Background: an optimization exercise with open tools, aiming at small area. Do not read the settings as production practice.
Function was checked by simulation only, so behaviour that the tests miss may differ from the original.
Power is estimated from default activity; no workload was simulated.

$ cat flow/run.sh
#!/bin/bash
# Standard layout with three changes:
#  - synthesis maps the logic with this flow's area-oriented ABC script
#    (flow/abc.script) and without the half/full-adder extraction; the rest of
#    the synthesis script (synth_recipe.tcl) is unchanged, so the registers are
#    the standard synthesis's;
#  - the ports are buffered with the smallest buffer cell;
#  - pins may sit one routing track apart, so that they fit on a smaller die.
set -euo pipefail
W=$PWD
export MY_ABC_SCRIPT=$W/flow/abc.script
cat flow/abc_override.tcl synth_recipe.tcl > $W/flow_synth.tcl
bash standard.sh SYNTH_SCRIPT=$W/flow_synth.tcl ADDER_MAP_FILE= \
  "BUFFER_PORTS_ARGS=-buffer_cell sky130_fd_sc_hd__buf_1" \
  "PLACE_PINS_ARGS=-min_distance 1 -min_distance_in_tracks" finish > standard_flow.log 2>&1
$ cat flow/abc.script
strash
dch
amap
strash
dch
amap
strash
dch
amap
topo
buffer -c
upsize -c -D 7000
dnsize -c -D 7000
$ cat flow/abc_override.tcl
# Technology mapping with this flow's own ABC script (MY_ABC_SCRIPT) in place
# of ORFS's; everything else in the synthesis is the standard one.
proc abc {args} {
  set i [lsearch -exact $args -script]
  if {$i >= 0 && [info exists ::env(MY_ABC_SCRIPT)]} {
    lset args [expr {$i + 1}] $::env(MY_ABC_SCRIPT)
  }
  yosys abc {*}$args
}
$ cat standard.sh
#!/bin/bash
# synth_recipe.tcl (not shown) runs the flow's synth.tcl, then flattens the netlist and writes it again
# the make line also repeats each setting of config.mk as NAME=value (left out here)
make -C /OpenROAD-flow-scripts/flow DESIGN_CONFIG=/design/flow/config.mk WORK_HOME=/design/flow/orfs CLKGATE_MAP_FILE= SYNTH_SCRIPT=/design/flow/synth_recipe.tcl "${@:-finish}"
$ cat config.mk
export PLATFORM = sky130hd
export DESIGN_NAME = fmap_stream_reader
export DESIGN_NICKNAME = fmap_stream_reader
export VERILOG_FILES = /design/flow/design.v
export SDC_FILE = /design/flow/constraint.sdc
export NUM_CORES = 4
export LEC_CHECK = 0
export CAP_MARGIN = 20
export CORE_AREA = 5 5 235 235
export CTS_BUF_LIST = sky130_fd_sc_hd__clkbuf_4 sky130_fd_sc_hd__clkbuf_8
export DIE_AREA = 0 0 240 240
export SLEW_MARGIN = 20
$ cat constraint.sdc
create_clock -name core_clock -period 10.0 [get_ports {clk}]
set_input_delay 2.0000 -clock core_clock [delete_from_list [all_inputs] [get_ports {clk}]]
set_output_delay 2.0000 -clock core_clock [all_outputs]
set_load 0.01 [all_outputs]
$ cat design.v
package fmap_stream_reader_pkg;
  localparam int unsigned DEF_DATA_W      = 32;
  localparam int unsigned DEF_FMAP_W      = 6;
  localparam int unsigned DEF_FMAP_H      = 6;
  localparam int unsigned DEF_TIMEOUT_CYC = 4096;
  localparam int unsigned POS_W           = 3;
  typedef enum logic [2:0] {
    S_IDLE,
    S_ENG_RST,
    S_ENG_START,
    S_WAIT_DONE,
    S_STREAM
  } state_t;
  function automatic integer idx_w(input integer n);
    if (n <= 2) idx_w = 1;
    else        idx_w = $clog2(n);
  endfunction
endpackage
module max2_sel #(
  parameter int unsigned DATA_W = 32
) (
  input  logic signed [DATA_W-1:0] a,
  input  logic signed [DATA_W-1:0] b,
  input  logic                     pool,
  input  logic                     pick,
  output logic signed [DATA_W-1:0] y
);
  function automatic logic [1:0] cmp(input logic [DATA_W-1:0] x, input logic [DATA_W-1:0] z,
                                     input int lo, input int w);
    logic [1:0] h;
    logic [1:0] l;
    if (w == 1) begin
      cmp = {x[lo] & !z[lo], x[lo] ~^ z[lo]};
    end else begin
      h   = cmp(x, z, lo + w / 2, w - w / 2);
      l   = cmp(x, z, lo, w / 2);
      cmp = {h[1] | (h[0] & l[1]), h[0] & l[0]};
    end
  endfunction
  logic [1:0] c;
  logic       sel;
  always_comb begin
    c   = cmp({!a[DATA_W-1], a[DATA_W-2:0]}, {!b[DATA_W-1], b[DATA_W-2:0]}, 0, DATA_W);
    sel = pool ? c[1] : pick;
    y   = sel ? a : b;
  end
endmodule
import fmap_stream_reader_pkg::*;
module fmap_stream_reader #(
  parameter int unsigned DATA_W      = DEF_DATA_W,
  parameter int unsigned FMAP_W      = DEF_FMAP_W,
  parameter int unsigned FMAP_H      = DEF_FMAP_H,
  parameter int unsigned TIMEOUT_CYC = DEF_TIMEOUT_CYC
) (
  input  logic                                   clk,
  input  logic                                   rst,
  input  logic                                   frame_req,
  input  logic                                   pool_en,
  output logic                                   eng_rst,
  output logic                                   eng_start,
  input  logic                                   eng_done,
  input  logic [FMAP_W*FMAP_H*DATA_W-1:0]        fmap,
  output logic                                   m_valid,
  input  logic                                   m_ready,
  output logic signed [DATA_W-1:0]               m_data,
  output logic [POS_W-1:0]                       m_row,
  output logic [POS_W-1:0]                       m_col,
  output logic                                   m_last,
  output logic                                   busy,
  output logic                                   err,
  output logic [15:0]                            frame_cnt
);
  localparam int unsigned WW = FMAP_W / 2;
  localparam int unsigned WH = FMAP_H / 2;
  logic                     s_rst;
  logic                     s_start;
  logic                     s_wait;
  logic                     s_strm;
  logic                     pool_q;
  logic [11:0]              tcnt;
  logic                     tc_fb;
  logic                     tc_hit;
  logic                     v_q;
  logic signed [DATA_W-1:0] d_q;
  logic [POS_W-1:0]         r_q;
  logic [POS_W-1:0]         c_q;
  logic                     l_q;
  logic                     xfer;
  logic                     done_frame;
  logic                     load;
  logic [POS_W-1:0]         row;
  logic [POS_W-1:0]         col;
  logic [POS_W-1:0]         row_last;
  logic [POS_W-1:0]         col_last;
  logic [POS_W-1:0]         wr;
  logic [POS_W-1:0]         wc;
  logic [WH*WW-1:0]         wsel;
  logic signed [DATA_W-1:0] q00, q01, q10, q11;
  logic signed [DATA_W-1:0] m0, m1, beat_val;
  function automatic logic [15:0] inc16(input logic [15:0] x);
    for (int i = 0; i < 16; i++) inc16[i] = x[i] ^ (&(x | ~((16'd1 << i) - 16'd1)));
  endfunction
  assign tc_fb      = tcnt[11] ^ tcnt[5] ^ tcnt[3] ^ tcnt[0] ^ (tcnt[10:0] == 11'd0);
  assign tc_hit     = (tcnt == 12'h800);
  assign row_last   = pool_q ? POS_W'(WH - 1) : POS_W'(FMAP_H - 1);
  assign col_last   = pool_q ? POS_W'(WW - 1) : POS_W'(FMAP_W - 1);
  assign l_q        = (row == row_last + 1'b1);
  assign xfer       = v_q & m_ready;
  assign done_frame = xfer & l_q;
  assign load       = s_strm & (!v_q | (m_ready & !l_q));
  always_comb begin
    if (col == '0) begin
      r_q = row - 1'b1;
      c_q = col_last;
    end else begin
      r_q = row;
      c_q = col - 1'b1;
    end
  end
  always_comb begin
    wr = pool_q ? row : (row >> 1);
    wc = pool_q ? col : (col >> 1);
    for (int i = 0; i < WH; i++)
      for (int j = 0; j < WW; j++)
        wsel[i*WW+j] = (wr == POS_W'(i)) && (wc == POS_W'(j));
  end
  always_comb begin
    q00 = '0;
    q01 = '0;
    q10 = '0;
    q11 = '0;
    for (int i = 0; i < WH; i++)
      for (int j = 0; j < WW; j++) begin
        q00 = q00 | ({DATA_W{wsel[i*WW+j]}} & fmap[DATA_W*((2*i)*FMAP_W + 2*j)     +: DATA_W]);
        q01 = q01 | ({DATA_W{wsel[i*WW+j]}} & fmap[DATA_W*((2*i)*FMAP_W + 2*j + 1) +: DATA_W]);
        q10 = q10 | ({DATA_W{wsel[i*WW+j]}} & fmap[DATA_W*((2*i+1)*FMAP_W + 2*j)   +: DATA_W]);
        q11 = q11 | ({DATA_W{wsel[i*WW+j]}} & fmap[DATA_W*((2*i+1)*FMAP_W + 2*j+1) +: DATA_W]);
      end
  end
  max2_sel #(.DATA_W(DATA_W)) u_m0 (.a(q00), .b(q01), .pool(pool_q), .pick(!col[0]), .y(m0));
  max2_sel #(.DATA_W(DATA_W)) u_m1 (.a(q10), .b(q11), .pool(pool_q), .pick(!col[0]), .y(m1));
  logic                     gt2;
  logic                     sel2;
  assign gt2 = m0 > m1;
  assign sel2 = pool_q ? gt2 : !row[0];
  assign beat_val = ({DATA_W{load &  sel2}} & m0)
                  | ({DATA_W{load & !sel2}} & m1)
                  | ({DATA_W{!load}}        & d_q);
  always_ff @(posedge clk or posedge rst) begin
    if (rst) begin
      s_rst     <= 1'b0;
      s_start   <= 1'b0;
      s_wait    <= 1'b0;
      s_strm    <= 1'b0;
      err       <= 1'b0;
      v_q       <= 1'b0;
      frame_cnt <= '0;
    end else begin
      s_rst   <= !busy & frame_req;
      s_start <= s_rst;
      s_wait  <= s_start | (s_wait & !eng_done & !tc_hit);
      s_strm  <= (s_wait & eng_done) | (s_strm & !done_frame);
      if (!busy && frame_req)               err <= 1'b0;
      else if (s_wait && !eng_done && tc_hit) err <= 1'b1;
      if (done_frame) begin
        v_q       <= 1'b0;
        frame_cnt <= inc16(frame_cnt);
      end else if (load) begin
        v_q <= 1'b1;
      end
    end
  end
  always_ff @(posedge clk) begin
    if (!busy && frame_req) pool_q <= pool_en;
  end
  always_ff @(posedge clk) begin
    if (s_start)     tcnt <= '0;
    else if (s_wait) tcnt <= {tcnt[10:0], tc_fb};
  end
  always_ff @(posedge clk) begin
    d_q <= beat_val;
  end
  always_ff @(posedge clk) begin
    if (s_start) begin
      row <= '0;
      col <= '0;
    end else if (load) begin
      if (col == col_last) begin
        row <= row + 1'b1;
        col <= '0;
      end else begin
        col <= col + 1'b1;
      end
    end
  end
  assign eng_rst   = s_rst;
  assign eng_start = s_start;
  assign busy      = s_rst | s_start | s_wait | s_strm;
  assign m_valid = v_q;
  assign m_data  = d_q;
  assign m_row   = r_q;
  assign m_col   = c_q;
  assign m_last  = l_q;
endmodule
==> metrics.md, run 1 <==
| Metric | Value |
|---|---|
| Yosys warnings | 2 |
| Async SR Flop Fraction | 30.1% |
| Die height | 240 um |
| Cts hold-fix bufs | 0 |
| Multiplexer share of the synthesized area | 0% |
| Crit. End Element | register |
| Slew @ Worst Pin | 0.937 ns |
| Critical path arrival | 9.64 ns |
| Setup-failing EPs final | 0 |
| Fillers | 6054 |
| Top post-synthesis cells by count | a222oi_1 (381), nor2_1 (145), nand3_1 (82) |
| Startpoint types | register |
| Initial core utilization | 19.0% |
| Vias in the first global route | 18.7k |
| Initial antenna violation count | 70 |
| Status | finished clean |
| Xor/xnor cell area share of the yosys netlist | 0.0878% |
| Drt initial violations | 5006 |
| Nets | 3635 |
| H-tree Lvls | 3 |
| Max FO, Critical Path | 52 |
| CTS root buf | clkbuf_8 |
| Grt met2 use | 51.2% |
| RSZ-0062 raised after global routing | false |
| Placed cells | 3139 |
| First-pass GRT wire length | 139000 um |
| GRT Util Overall | 33.2% |
| Total number of vias | 20.5k |
| Hold Vio Cnt, Final | 0 |
| CP most frequent cell | inv_1 |
| Yosys cell types | 50 |
| Worst Path Required | 10.30 ns |
| Sink Count | 73 |
| Register area | 1580 um2 |
| RePlAce Congestion | 1.11 |
| Syn avg cell area | 7.41 um2 |
| TritonRoute pass-1 iters | 28 |
| Most area-consuming cells after synthesis | a222oi_1 (38%), dfxtp_1 (10%), dfrtp_1 (5.5%), nor2_1 (5.5%), nand3_1 (4.1%) |
| Via density | 6.31 |
| Final WL | 109000 um |
| CTS tree | built |
| Compound-Gate Fraction of Synth Area | 57.2% |
| Crit-path slowest cell | nand2b_1 |
| Synth top area share | 38.2% |
| Die area | 57600 um2 |
| Clk buf depth | 2 |
| Non-Filler Instances | 3241 |
| Primary FF master, synth | dfxtp_1 |
| Synth Area in Adders | 0% |
| Hold WS | 0.401 ns |
| P_leak | 0.00498 uW |
| Share of cells above drive strength 1 | 3.91% |
| Cell Area, Synth | 9980 um2 |
| Number of synthesized flops with an enable pin | 1 |
| Count leader, synth | a222oi_1 |
| Post-Route Skew | 0.0153 ns |
| Later-pin clock latency in the skew report | 0.36 ns |
| Rows | 84 |
| Critical Path Max Stage Delay | 0.53 ns |
| Max-cap violations | 0 |
| Hold Path Class | register to register |
| Yosys reg bits | 73 |
| Multi-input logic area | 7670 um2 |
| Fmax | 107 MHz |
| Simple-Gate Fraction of Synth Area | 18.6% |
| M1 GR Usage | 37.3% |
| Residual DRC | 0 |
| Busiest grt layer | met2 |
| Core Footprint | 52400 um2 |
| Syn nets | 2504 |
| Cell Pwr Density | 388 nW/um2 |
| Post-layout min period | 9.34 ns |
| Worst slew margin | 37.5% |
| Top cell type by total area after synthesis | a222oi_1 |
| Routed len/inst | 33.7 um |
| Final Cycle Share | 93.4% |
| Largest net degree at the start of global routing | 86 |
| Fin Setup TNS | 0 ns |
| Gr ovfl total | 0 |
| Die Wd | 240 um |
| Combinational family with the most area after synthesis | compound AO/OA/AOI/OAI gates |
| CTS buffer count | 9 |
| Final ANT Viol Nets | 0 |
| Register area share after synthesis | 15.8% |
| Met3 Use GR | 12.3% |
| Clk pin slew, worst setup/hold paths | 0.09 ns |
| Fin. max-slew vios | 0 |
| # port buffers | 1217 |
| Dpl hpwl | 91600 um |
| I/O Pins | 1218 |
| Peak VDD IR | 0.251 mV |
| Layout area overhead | 59.0% |
| Type of the worst setup path | register to register |
| Instance count of the mapped netlist | 1346 |
-- sequential cells by signal, indices dropped and copies added (netlist names) --
register	count
d_q	32
tcnt	12
s_rst	1
frame_cnt	16
v_q	1
s_strm	1
pool_q	1
s_wait	1
col	3
s_start	1
row	3
err	1
-- layout by cell type (no fill, tap or decap), types with 4 or more instances in the layout --
cell and instances:
a22oi_1 48, and3_1 60, nor4_1 4, o21a_1 5
nor2_4 9, a222oi_1 381, buf_4 39, dfxtp_1 50
a211oi_1 12, clkbuf_8 10, a31oi_1 5, o211ai_1 8
o21ai_0 74, a21oi_1 40, nand3_1 82, nor3_1 9
nor2b_1 5, a22o_1 5, o221ai_1 13, nand2_1 59
dfrtp_1 22, and2_1 5, buf_12 14, inv_1 52
or4_1 6, buf_1 1217, or3_1 4, nor2_1 135
or2_2 8, a2111oi_0 4, o22ai_1 47, diode_2 71
nand2b_1 4, a221oi_1 4
-- logic make-up (layout without fill, tap and decap cells) --
| group | after synthesis | count (layout) |
|---|---|---|
| other cells | 0 | 71 |
| compound gates | 671 | 671 |
| flops | 73 | 73 |
| simple gates | 394 | 396 |
| buf+inv | 207 | 1341 |
| xor+xnor | 1 | 1 |
-- layer usage --
metal / share of wire (%) / wire length, um
met5: 0.064 / 70
met4: 9.2 / 10100
met3: 14 / 15600
met2: 43 / 46500
met1: 34 / 36900
-- power breakdown --
part / leakage (uW) / switching (uW) / internal [uW]
combinational: 0.00414 / 3570 / 1800
clock: 0.000113 / 119 / 148
sequential: 0.000720 / 113 / 414
total: 0.00498 / 3800 / 2360
-- timing repair --
action / 4_1_cts / 5_1_grt
endpoints found under the setup margin: 0 / 23
setup buffers: 0 / 13
resized for setup: 0 / 1
-- critical path: cells and delay by family, from the launching register on --
family	cells	cell delay, ns
AO/OA/AOI/OAI	18	3.52
buffers and inverters	7	1.74
AND/OR/NAND/NOR	14	3.43
flip-flops	1	0.52
-- per-stage QoR --
stage                     utilization [%]  setup slack, ns  cell area [um2]  power (uW)
final                                30.2            0.660            15900        6160
after global placement               29.2            0.665            15300        5670
after global routing                 30.2           0.0291            15800        6510
after floorplan                         -             2.54             9980        3750
after CTS                            29.6            0.382            15500        5980
after detailed placement             29.2            0.445            15300        5690
-- worst paths after layout --
check / cells after the start / slack (ns) / endpoint / from
worst min register to register: 0 / 0.40 / s_start$_DFF_PP0_ / s_rst$_DFF_PP0_
max in group asynchronous: 2 / 7.68 / frame_cnt[11]$_DFFE_PP0P_ / rst
worst min-delay path: 0 / 0.40 / s_start$_DFF_PP0_ / s_rst$_DFF_PP0_
worst max-delay path: 39 / 0.66 / d_q[1]$_DFF_P_ / pool_q$_DFFE_PP_
worst max register to register: 39 / 0.66 / d_q[1]$_DFF_P_ / pool_q$_DFFE_PP_
min in group asynchronous: 2 / 1.78 / s_rst$_DFF_PP0_ / rst
-- final cells by class --
| type | instances | area share (%) |
|---|---|---|
| Sequential cell | 73 | 9.97 |
| Antenna cell | 71 | 1.12 |
| Multi-Input combinational cell | 1068 | 48.3 |
| Clock inverter | 6 | 0.568 |
| Tap cell | 688 | 5.43 |
| Timing Repair Buffer | 1270 | 32.4 |
| Clock buffer | 10 | 0.868 |
| Inverter | 55 | 1.30 |
==> inputs of run 2 (changes only) <==
--- a/config.mk
+++ b/config.mk
@@ -10,3 +10,4 @@
 export CTS_BUF_LIST = sky130_fd_sc_hd__clkbuf_4 sky130_fd_sc_hd__clkbuf_8
 export DIE_AREA = 0 0 240 240
+export PLACE_DENSITY = 0.8
 export SLEW_MARGIN = 20
==> metrics.md, run 2 <==
| Metric | Value |
|---|---|
| Status | finished clean |
| Dpl cell area | 15200 um2 |
| Clk pin slew, worst setup/hold paths | 0.09 ns |
| Commonest cells after routing, fill and taps aside | buf_1 (1217), a222oi_1 (381), nor2_1 (135) |
| Fmax | 106 MHz |
| CTS buffer count | 9 |
| Share of cells above drive strength 1 | 3.64% |
| # port buffers | 1217 |
| Top post-synthesis cells by count | a222oi_1 (381), nor2_1 (145), nand3_1 (82) |
| Finished Core Util | 29.9% |
| Die Wd | 240 um |
| Hold path start | s_rst$_DFF_PP0_ |
| Nets | 3626 |
| Cell Area, Synth | 9980 um2 |
| Final Cycle Share | 94.6% |
| Finished layout cell area | 15700 um2 |
| Largest net degree at the start of global routing | 91 |
| Routed len/inst | 34.2 um |
| Critical path arrival | 9.71 ns |
| Critical Path Max Stage Delay | 0.69 ns |
| Post-layout min period | 9.46 ns |
| Rows | 84 |
| Vias in the first global route | 19.1k |
| Most flop-heavy register | d_q |
| RePlAce Congestion | 1.13 |
| Core Footprint | 52400 um2 |
| Commonest non-fill, non-tap cell in the layout | buf_1 |
| Drt initial violations | 5525 |
| Type of the worst setup path | register to register |
| Die area | 57600 um2 |
| Synth top area share | 38.2% |
| Max FO, Critical Path | 57 |
| Reg2reg end | d_q[31]$_DFF_P_ |
| Instance count of the mapped netlist | 1346 |
| TritonRoute pass-1 iters | 22 |
| Residual DRC | 0 |
| Startpoint types | register |
| WHS Path Cells | 0 |
| Sink Count | 73 |
| Peak VDD IR | 0.168 mV |
| Max-cap violations | 0 |
| Worst slew margin | 33.1% |
| Setup-failing EPs final | 0 |
| I/O Pins | 1218 |
| Initial core utilization | 19.0% |
| Yosys cell types | 50 |
| Worst hold endpoint | s_start$_DFF_PP0_ |
| P_leak | 0.00487 uW |
| Largest registers | d_q (32), frame_cnt (16), tcnt (12) |
| Yosys reg bits | 73 |
| H-tree Lvls | 3 |
| Clk buf depth | 2 |
| Worst Path Required | 10.25 ns |
| Hold Path Class | register to register |
| Dpl hpwl | 91700 um |
| First-pass GRT wire length | 140000 um |
| Die height | 240 um |
| Primary FF master, synth | dfxtp_1 |
| Async SR Flop Fraction | 30.1% |
| Most area-consuming cells after synthesis | a222oi_1 (38%), dfxtp_1 (10%), dfrtp_1 (5.5%), nor2_1 (5.5%), nand3_1 (4.1%) |
| R2r startpoint | pool_q$_DFFE_PP_ |
| Layout area overhead | 56.9% |
| Syn avg cell area | 7.41 um2 |
| Initial antenna violation count | 89 |
| Yosys warnings | 2 |
| Register area share after synthesis | 15.8% |
| Number of synthesized flops with an enable pin | 1 |
| Count leader, synth | a222oi_1 |
| Cell Pwr Density | 392 nW/um2 |
| Flop-to-flop setup slack | 0.54 ns |
| CTS tree | built |
| Hold Vio Cnt, Final | 0 |
| Fin. max-slew vios | 0 |
| Slew @ Worst Pin | 1.00 ns |
| Post-Route Skew | 0.0150 ns |
| Cts hold-fix bufs | 0 |
| Gr ovfl total | 0 |
| Total number of vias | 21.0k |
| Fillers | 5859 |
| Total power | 6140 uW |
| CTS root buf | clkbuf_8 |
| Max reg flops | 32 |
| CP most frequent cell | o21ai_0 |
| Later-pin clock latency in the skew report | 0.36 ns |
| Final WL | 111000 um |
| GRT Util Overall | 33.9% |
| Syn nets | 2504 |
| Final ANT Viol Nets | 0 |
| Crit. End Element | register |
| Crit-path slowest cell | a222oi_1 |
| Top cell type by total area after synthesis | a222oi_1 |
| Reg2reg path depth | 34 |
| Via density | 6.49 |
## run 2: cell counts after synthesis
Identical to the previous run, type by type.
## run 2: report_power, final
| group | switching [uW] | total (uW) | leakage (uW) | internal [uW] |
|---|---|---|---|---|
| registers | 100 | 514 | 0.000720 | 414 |
| logic | 3620 | 5380 | 0.00405 | 1770 |
| clock network | 124 | 247 | 0.0000997 | 123 |
| total | 3840 | 6140 | 0.00487 | 2300 |
## run 2: how the worst max path moves through the flow
stage	from	endpoint	slack [ns]	cells past startpoint
4_1_cts	pool_q$_DFFE_PP_	d_q[27]$_DFF_P_	0.14	35
2_1_floorplan	fmap[386]	d_q[20]$_DFF_P_	2.54	32
3_5_place_dp	pool_q$_DFFE_PP_	d_q[27]$_DFF_P_	0.20	35
5_1_grt	pool_q$_DFFE_PP_	d_q[14]$_DFF_P_	-0.007	35
3_3_place_gp	pool_q$_DFFE_PP_	d_q[18]$_DFF_P_	0.48	35
6_report	pool_q$_DFFE_PP_	d_q[31]$_DFF_P_	0.54	34
## run 2: worst max-delay path, delay by kind of cell, from the launching register on
kind	cells	cell delay, ns
compound gates	17	4.55
flops	1	0.55
buf+inv	6	1.68
simple gates	11	2.51
## run 2: area by class of cell
type                       instances  area, um2  area share, %
clock buffer                      10        138          0.879
timing repair inverter             1       7.51         0.0479
tap                              688        861           5.50
multi-input combinational       1068       7680           49.0
sequential                        73       1580           10.1
antenna                           71        178           1.13
inverter                          55        216           1.38
timing repair buffer            1260       4930           31.5
clock inverter                     6       65.1          0.415
## run 2: stage by stage
stage	setup WS (ns)	TNS (ns)	std cells	hold WS (ns)
global route	-0.00664	-0.00664	3208	0.417
floorplan	2.54	0	1346	0.428
global placement	0.478	0	3134	0.385
finish	0.542	0	3232	0.413
CTS	0.141	0	3150	0.409
detailed placement	0.196	0	3134	0.388
## run 2: cells by family (layout without fill, tap and decap cells)
logic type / count (synthesis) / in the layout / synth area share [%]
DFF: 73 / 73 / 15.8
other: 0 / 71 / 0
buffers and inverters: 207 / 1332 / 8.30
AOI/OAI and AO/OA: 671 / 671 / 57.2
and+or+nand+nor: 394 / 396 / 18.6
xor gates and xnor gates: 1 / 1 / 0.0878
## run 2: what timing repair did
| action | CTS | global route |
|---|---|---|
| setup buffers | 0 | 8 |
| gates resized for setup | 0 | 8 |
| endpoints found under the setup margin | 0 | 32 |
## run 2: per-layer routing
layer / up-vias / wire length, um / GRT usage, %
met2: 2356 / 47700 / 54.0
met1: 9567 / 35600 / 36.0
met3: 609 / 16500 / 14.0
li1: 8398 / - / -
met4: 30 / 10500 / 24.2
met5: - / 197 / 2.61

afterwards: timing with drivers on the ports:
In the flow no input, the clock included, has a driving cell. The finished layouts below were timed again as built, in two steps. Step 1 sets driving cells, clkbuf_16 on the clock port and buf_2 on the other inputs (assumed; they add their load-dependent delay and slew). Step 2 moves the port delays by t, midway between the first and last clock arrival at a register: inputs arrive t later, outputs are due t later. That takes back most of the time a late clock gives input paths. Slacks: ideal / step 1 / step 2; pairs: ideal / step 1.
run	shift t [ns]	setup WS [ns]	cell pins on the clock port's net
run 1	0.380	0.660 / 0.660 / 0.656	1
run 2	0.391	0.542 / 0.542 / 0.542	1
After both steps setup and hold are still met in every run listed. The setup slack of run 1, which loses most, moves by 0.000 ns with the drivers and by -0.004 ns with both steps.
